This is an optimization exercise on Yosys and OpenROAD, whose aim is small area, a short achievable clock period and few clock cycles, not a production implementation.
RTL that was checked went through simulation tests only; none was proved equivalent to the original.
The flow treats the clock pin as an ideal source. Dropping or thinning the clock tree relies on that and would not hold on a real chip.
Power and IR drop assume default switching activity.

the baseline:
==> flow/design.v <==
package sched_pkg;
    typedef enum logic [3:0] {
        OP_ADD  = 4'h0,
        OP_SUB  = 4'h1,
        OP_AND  = 4'h2,
        OP_XOR  = 4'h3,
        OP_ADDI = 4'h8,
        OP_LUI  = 4'h9                               
    } opcode_e;
    typedef struct packed {
        opcode_e                           opcode;
        logic [$clog2(8)-1:0]    rd;
        logic [$clog2(8)-1:0]    rs1;
        logic [$clog2(8)-1:0]    rs2;
        logic [2:0]                        spare;   
    } insn_reg_t;
    typedef struct packed {
        opcode_e                           opcode;
        logic [$clog2(8)-1:0]    rd;
        logic [$clog2(8)-1:0]    rs1;
        logic [5:0]                        imm;
    } insn_imm_t;
    typedef union packed {
        insn_reg_t r;
        insn_imm_t i;
    } insn_u;
    typedef struct packed {
        opcode_e                           opcode;
        logic [$clog2(8)-1:0]    rd;
        logic [$clog2(8)-1:0]    rs1;
        logic [$clog2(8)-1:0]    rs2;     
        logic [16-1:0]          imm;     
        logic                              is_imm;
        logic [8-1:0]           seq;
    } entry_t;
    typedef struct packed {
        logic [8-1:0]           seq;
        logic [$clog2(8)-1:0]    rd;
        logic [16-1:0]          value;
    } result_t;
endpackage
`timescale 1ns/1ps
module sched_top (
    input  logic               clk,
    input  logic               rst,
    input  logic               in_req,
    input  logic [15:0]        in_insn,
    input  logic               out_ack,
    output logic               in_ack,
    output logic               out_req,
    output logic [26:0]        out_result
);
    logic [15:0] rf [8];
    logic [7:0]  rs1_q, rs2_q;      
    logic [5:0]  imm_q;             
    logic        lui_q;             
    logic        sub_q, and_q, xor_q;
    logic [2:0]  rd_q;
    logic        rst_q;             
    logic        s1_v;              
    logic        s2_v;              
    logic        full;              
    logic        acc;               
    logic        mv;                
    logic [15:0] p_q, g_q;          
    logic        cin_q;
    logic [2:0]  rd_p;              
    logic [3:0]  op;
    logic [15:0] a, b, imm, p_d, g_d;
    logic        cin_d;
    logic [16:0] c;
    logic [15:0] pg_g [5];
    logic [15:0] pg_p [5];
    logic [15:0] sum;
    assign acc = in_req && !in_ack && !s1_v;
    assign mv  = s1_v && !s2_v && (!full || (out_req && out_ack));
    logic       d_def, d_reg, d_lui;
    logic [7:0] d_rs1, d_rs2;
    always_comb begin
        op    = in_insn[15:12];
        d_def = op == 4'h0 || op == 4'h1 || op == 4'h2 || op == 4'h3 || op == 4'h8 || op == 4'h9;
        d_reg = !op[3] && d_def;
        d_lui = op == 4'h9;
        d_rs1 = (d_def && !d_lui) ? (8'd1 << in_insn[8:6]) : 8'd0;
        d_rs2 = d_reg ? (8'd1 << in_insn[5:3]) : 8'd0;
    end
    always_comb begin
        a = '0;
        b = '0;
        for (int r = 0; r < 8; r++) begin
            a = a | (rf[r] & {16{rs1_q[r]}});
            b = b | (rf[r] & {16{rs2_q[r]}});
        end
        b = b | {imm_q & {6{lui_q}}, 4'd0, imm_q & {6{!lui_q}}};
        if (sub_q) b = ~b;
        p_d   = and_q ? (a & b) : (a ^ b);
        g_d   = (and_q || xor_q) ? 16'd0 : (a & b);
        cin_d = sub_q;
        g_d[0] = sub_q ? (a[0] | b[0]) : g_d[0];
        pg_g[0] = g_q;
        pg_p[0] = p_q;
        for (int l = 1; l <= 4; l++) begin
            pg_g[l] = pg_g[l-1];
            pg_p[l] = pg_p[l-1];
            for (int i = 0; i < 16; i++) begin
                if (((i >> (l - 1)) & 1) == 1) begin
                    pg_g[l][i] = pg_g[l-1][i] | (pg_p[l-1][i] & pg_g[l-1][((i >> (l - 1)) << (l - 1)) - 1]);
                    pg_p[l][i] = pg_p[l-1][i] & pg_p[l-1][((i >> (l - 1)) << (l - 1)) - 1];
                end
            end
        end
        c   = {pg_g[4], cin_q};
        sum = p_q ^ c[15:0];
    end
    always_ff @(posedge clk) begin
        if (rst) begin
            rs1_q <= '0;
            rs2_q <= '0;
            imm_q <= '0;
            lui_q <= 1'b0;
            sub_q <= 1'b0;
            and_q <= 1'b0;
            xor_q <= 1'b0;
        end else if (!s1_v) begin
            rs1_q <= d_rs1;
            rs2_q <= d_rs2;
            imm_q <= (op == 4'h8 || d_lui) ? in_insn[5:0] : 6'd0;
            lui_q <= d_lui;
            sub_q <= op == 4'h1;
            and_q <= op == 4'h2;
            xor_q <= op == 4'h3;
        end
    end
    always_ff @(posedge clk) begin
        if (!s1_v) rd_q <= in_insn[11:9];
    end
    always_ff @(posedge clk) begin
        if (rst) begin
            p_q   <= 16'd0;
            g_q   <= 16'd0;
            cin_q <= 1'b0;
        end else if (mv) begin
            p_q   <= p_d;
            g_q   <= g_d;
            cin_q <= cin_d;
            rd_p  <= rd_q;
        end
        rst_q <= rst;
    end
    always_ff @(posedge clk) begin
        for (int r = 0; r < 8; r++) begin
            if (rst_q || (s2_v && rd_p == 3'(r))) rf[r] <= sum;
        end
    end
    always_ff @(posedge clk) begin
        if (rst) begin
            in_ack            <= 1'b0;
            s1_v              <= 1'b0;
            s2_v              <= 1'b0;
            full              <= 1'b0;
            out_req           <= 1'b0;
        end else begin
            if (acc)                    in_ack <= 1'b1;
            else if (in_ack && !in_req) in_ack <= 1'b0;
            if (acc)     s1_v <= 1'b1;
            else if (mv) s1_v <= 1'b0;
            s2_v <= mv;
            if (s2_v) begin
                full              <= 1'b1;
                out_req           <= !out_ack;
            end else if (out_req && out_ack) begin
                full    <= 1'b0;
                out_req <= 1'b0;
            end else if (full && !out_req && !out_ack) begin
                out_req <= 1'b1;
            end
        end
    end
    always_ff @(posedge clk) begin
        if (rst) out_result[26:19] <= 8'hff;        
        else     out_result[26:19] <= out_result[26:19] + {7'd0, s2_v};
        out_result[18:0] <= {rd_p, sum};
    end
endmodule
export LEC_CHECK = 0
export ABC_CLOCK_PERIOD_IN_PS = 2400
export CAP_MARGIN = 20
export CORE_MARGIN = 2
export CORE_UTILIZATION = 65
export CTS_BUF_LIST = sky130_fd_sc_hd__clkbuf_8
export CTS_CLUSTER_DIAMETER = 60
export CTS_CLUSTER_SIZE = 15
export SETUP_SLACK_MARGIN = 4.6
export SLEW_MARGIN = 20
create_clock -name core_clock -period 7.0 [get_ports {clk}]
standard.sh (not shown) runs the stock make flow with config.mk's settings and CLKGATE_MAP_FILE= SYNTH_SCRIPT=/design/flow/synth_recipe.tcl, a recipe that flattens the netlist after the stock synthesis.
==> flow/flow/run.sh <==
#!/bin/bash
# The standard ORFS layout (the standard.sh, with config.mk's settings),
# changed in two ways through ORFS's own variables:
#  - ports are buffered with buf_4 rather than the delay cell buffer_ports
#    picks by default (footprint matching then keeps that cell from being
#    resized into a plain buffer);
#  - clock tree synthesis adds no dummy loads.
set -euo pipefail
export BUFFER_PORTS_ARGS="-buffer_cell sky130_fd_sc_hd__buf_4"
export CTS_ARGS="-sink_clustering_enable -repair_clock_nets -dont_use_dummy_load -buf_list sky130_fd_sc_hd__clkbuf_8 -sink_clustering_size 15 -sink_clustering_max_diameter 60"
bash standard.sh > standard.log 2>&1
Testbench counts of the baseline, summed over its fixed seeds: cycles 6,408.
--- input diff the baseline..the candidate ---
--- a/flow/design.v
+++ b/flow/design.v
@@ -96,7 +96,7 @@
         p_d   = and_q ? (a & b) : (a ^ b);
         g_d   = (and_q || xor_q) ? 16'd0 : (a & b);
         cin_d = sub_q;
-        g_d[0] = sub_q ? (a[0] | b[0]) : g_d[0];
+        g_d[0] = g_d[0] | (p_d[0] & cin_d);   
         pg_g[0] = g_q;
         pg_p[0] = p_q;
         for (int l = 1; l <= 4; l++) begin
@@ -113,15 +113,7 @@
         sum = p_q ^ c[15:0];
     end
     always_ff @(posedge clk) begin
-        if (rst) begin
-            rs1_q <= '0;
-            rs2_q <= '0;
-            imm_q <= '0;
-            lui_q <= 1'b0;
-            sub_q <= 1'b0;
-            and_q <= 1'b0;
-            xor_q <= 1'b0;
-        end else if (!s1_v) begin
+        if (!s1_v) begin
             rs1_q <= d_rs1;
             rs2_q <= d_rs2;
             imm_q <= (op == 4'h8 || d_lui) ? in_insn[5:0] : 6'd0;
@@ -129,10 +121,8 @@
             sub_q <= op == 4'h1;
             and_q <= op == 4'h2;
             xor_q <= op == 4'h3;
+            rd_q  <= in_insn[11:9];
         end
-    end
-    always_ff @(posedge clk) begin
-        if (!s1_v) rd_q <= in_insn[11:9];
     end
     always_ff @(posedge clk) begin
         if (rst) begin
==> notes.md <==
First-iteration DRC count grows by more than 10% when moving from the baseline to the candidate.
Diff the candidate..the baseline | synthesized area | negligible
On overall die area, the candidate tracks the baseline almost exactly.
Reported for the baseline and the candidate, count of state elements after synthesis turned out identical to the last digit.
Cell with the largest stage delay on the worst path = sky130_fd_sc_hd__dfxtp_1: the baseline; cell with the largest stage delay on the worst path = sky130_fd_sc_hd__edfxtp_1: the candidate
Diff the baseline..the candidate | clock latency on the worst-skew pair | negligible
The baseline and the candidate ended up with nearly the same worst hold slack.
Going from the baseline to the candidate, share of total power in sequential cells shrinks by 5.1 points.
As of the candidate, combinational power had risen by more than 100% compared to the baseline.
The baseline and the candidate ended up with nearly the same mux share of post-synthesis cell area.
The baseline ended up with rs2_q[4] as its beginning of the critical path; the candidate ended up with rs2_q[3].
Only the layout flow was run in the candidate; the RTL was not checked for function there.

* * *

RTL: the design.v shown in full above, as it stands there.
==> flow/config.mk <==
export PLATFORM = sky130hd
export DESIGN_NAME = sched_top
export DESIGN_NICKNAME = sched_top
export VERILOG_FILES = /design/flow/design.v
export SDC_FILE = /design/flow/constraint.sdc
export NUM_CORES = 4
export LEC_CHECK = 0
export ABC_CLOCK_PERIOD_IN_PS = 2400
export CAP_MARGIN = 20
export CORE_MARGIN = 2
export CORE_UTILIZATION = 75
export SETUP_SLACK_MARGIN = 4.7
export SLEW_MARGIN = 60
==> flow/constraint.sdc <==
create_clock -name core_clock -period 7.0 [get_ports {clk}]
set_input_delay 1.4000 -clock core_clock [delete_from_list [all_inputs] [get_ports {clk}]]
set_output_delay 1.4000 -clock core_clock [all_outputs]
set_load 0.01 [all_outputs]
==> flow/flow/run.sh <==
#!/bin/bash
# The standard ORFS layout (the standard.sh, with config.mk's settings),
# changed through ORFS's own variables:
#  - ports are buffered with buf_4 rather than the delay cell buffer_ports
#    picks by default (footprint matching then keeps that cell from being
#    resized into a plain buffer);
#  - the clock tree is a two-level one built by flow/flat_cts.tcl (four root
#    clkbuf_16 on the clock port, sixteen leaf clkbuf_8), in place of
#    TritonCTS's three-level tree.
set -euo pipefail
export BUFFER_PORTS_ARGS="-buffer_cell sky130_fd_sc_hd__buf_4"
export PRE_CTS_TCL="$PWD/flow/flat_cts.tcl"
bash standard.sh > standard.log 2>&1
Other scripts of this flow, unchanged in this note and not shown: flow/flow/flat_cts.tcl
The baseline completed without violations.
Testbench counts at the start, summed over its fixed seeds: cycles 6,408.
==> next run, changes <==
--- a/flow/design.v
+++ b/flow/design.v
@@ -62,11 +62,10 @@
     logic        full;              
     logic        acc;               
     logic        mv;                
     logic [15:0] p_q, g_q;          
     logic        cin_q;
-    logic [2:0]  rd_p;              
     logic [3:0]  op;
     logic [15:0] a, b, imm, p_d, g_d;
     logic        cin_d;
     logic [16:0] c;
     logic [15:0] pg_g [5];
@@ -133,52 +132,46 @@
     end
     always_ff @(posedge clk) begin
         if (!s1_v) rd_q <= in_insn[11:9];
     end
     always_ff @(posedge clk) begin
-        if (rst) begin
-            p_q   <= 16'd0;
-            g_q   <= 16'd0;
-            cin_q <= 1'b0;
-        end else if (mv) begin
-            p_q   <= p_d;
-            g_q   <= g_d;
-            cin_q <= cin_d;
-            rd_p  <= rd_q;
-        end
+        p_q   <= rst ? 16'd0 : p_d;
+        g_q   <= rst ? 16'd0 : g_d;
+        cin_q <= rst ? 1'b0  : cin_d;
         rst_q <= rst;
     end
     always_ff @(posedge clk) begin
         for (int r = 0; r < 8; r++) begin
-            if (rst_q || (s2_v && rd_p == 3'(r))) rf[r] <= sum;
+            if (rst_q || (s2_v && out_result[18:16] == 3'(r))) rf[r] <= sum;
         end
     end
     always_ff @(posedge clk) begin
         if (rst) begin
             in_ack            <= 1'b0;
             s1_v              <= 1'b0;
             s2_v              <= 1'b0;
             full              <= 1'b0;
             out_req           <= 1'b0;
+            out_result[26:19] <= 8'hff;             
         end else begin
             if (acc)                    in_ack <= 1'b1;
             else if (in_ack && !in_req) in_ack <= 1'b0;
             if (acc)     s1_v <= 1'b1;
             else if (mv) s1_v <= 1'b0;
             s2_v <= mv;
             if (s2_v) begin
                 full              <= 1'b1;
                 out_req           <= !out_ack;
+                out_result[26:19] <= out_result[26:19] + 8'd1;
             end else if (out_req && out_ack) begin
                 full    <= 1'b0;
                 out_req <= 1'b0;
             end else if (full && !out_req && !out_ack) begin
                 out_req <= 1'b1;
             end
         end
     end
     always_ff @(posedge clk) begin
-        if (rst) out_result[26:19] <= 8'hff;        
-        else     out_result[26:19] <= out_result[26:19] + {7'd0, s2_v};
-        out_result[18:0] <= {rd_p, sum};
+        if (mv)   out_result[18:16] <= rd_q;
+        if (s2_v) out_result[15:0]  <= sum;
     end
 endmodule
Effect:
- The new run went through all stages and came out clean
- worst hold slack gets better by 0.0075 ns
- global-route usage came out higher by 0.30 points
- sequential share of layout area came out higher by 1.6 points
- via count came out lower by 1.5%
- flip-flop and latch count came out lower by 3
- wire length came out lower by about 1.3%
- area after synthesis is about the same
Function not checked in the second run of this note: the RTL went through the layout flow alone. No run of this note takes its clock network from TritonCTS; it comes from the design's own scripts or RTL.

-- what the ideal ports hide --
No port has a modelled driver above. Below, the same layouts with a new extraction and two added sets of constraints.
Step 1: set_driving_cell puts a clkbuf_16 on clk and a buf_2 on each other input, an assumption about the parent block.
Step 2, shift: input delay + t, output delay - t, t = (earliest + latest rising clock arrival at the registers) / 2. This alone moves slack from input paths to output paths.
a / b / c = ideal / step 1 / step 2; a / b = the first two.
| run | t (ns) | slack for setup (ns) | worst hold slack (ns) |
|---|---|---|---|
| the baseline | 0.545 | 4.619 / 4.592 / 4.215 | 0.426 / 0.426 / 0.426 |
| the candidate | 0.544 | 4.484 / 4.484 / 4.195 | 0.427 / 0.427 / 0.427 |
| the first run of note 2 | 0.385 | 4.743 / 4.659 / 4.422 | 0.420 / 0.420 / 0.420 |
| the second run of note 2 | 0.376 | 4.628 / 4.622 / 4.562 | 0.427 / 0.427 / 0.427 |
After both steps setup and hold are still met in every run listed. For the baseline, which loses most, drivers alone change the setup slack by -0.027 ns; drivers and shift together by -0.404 ns.
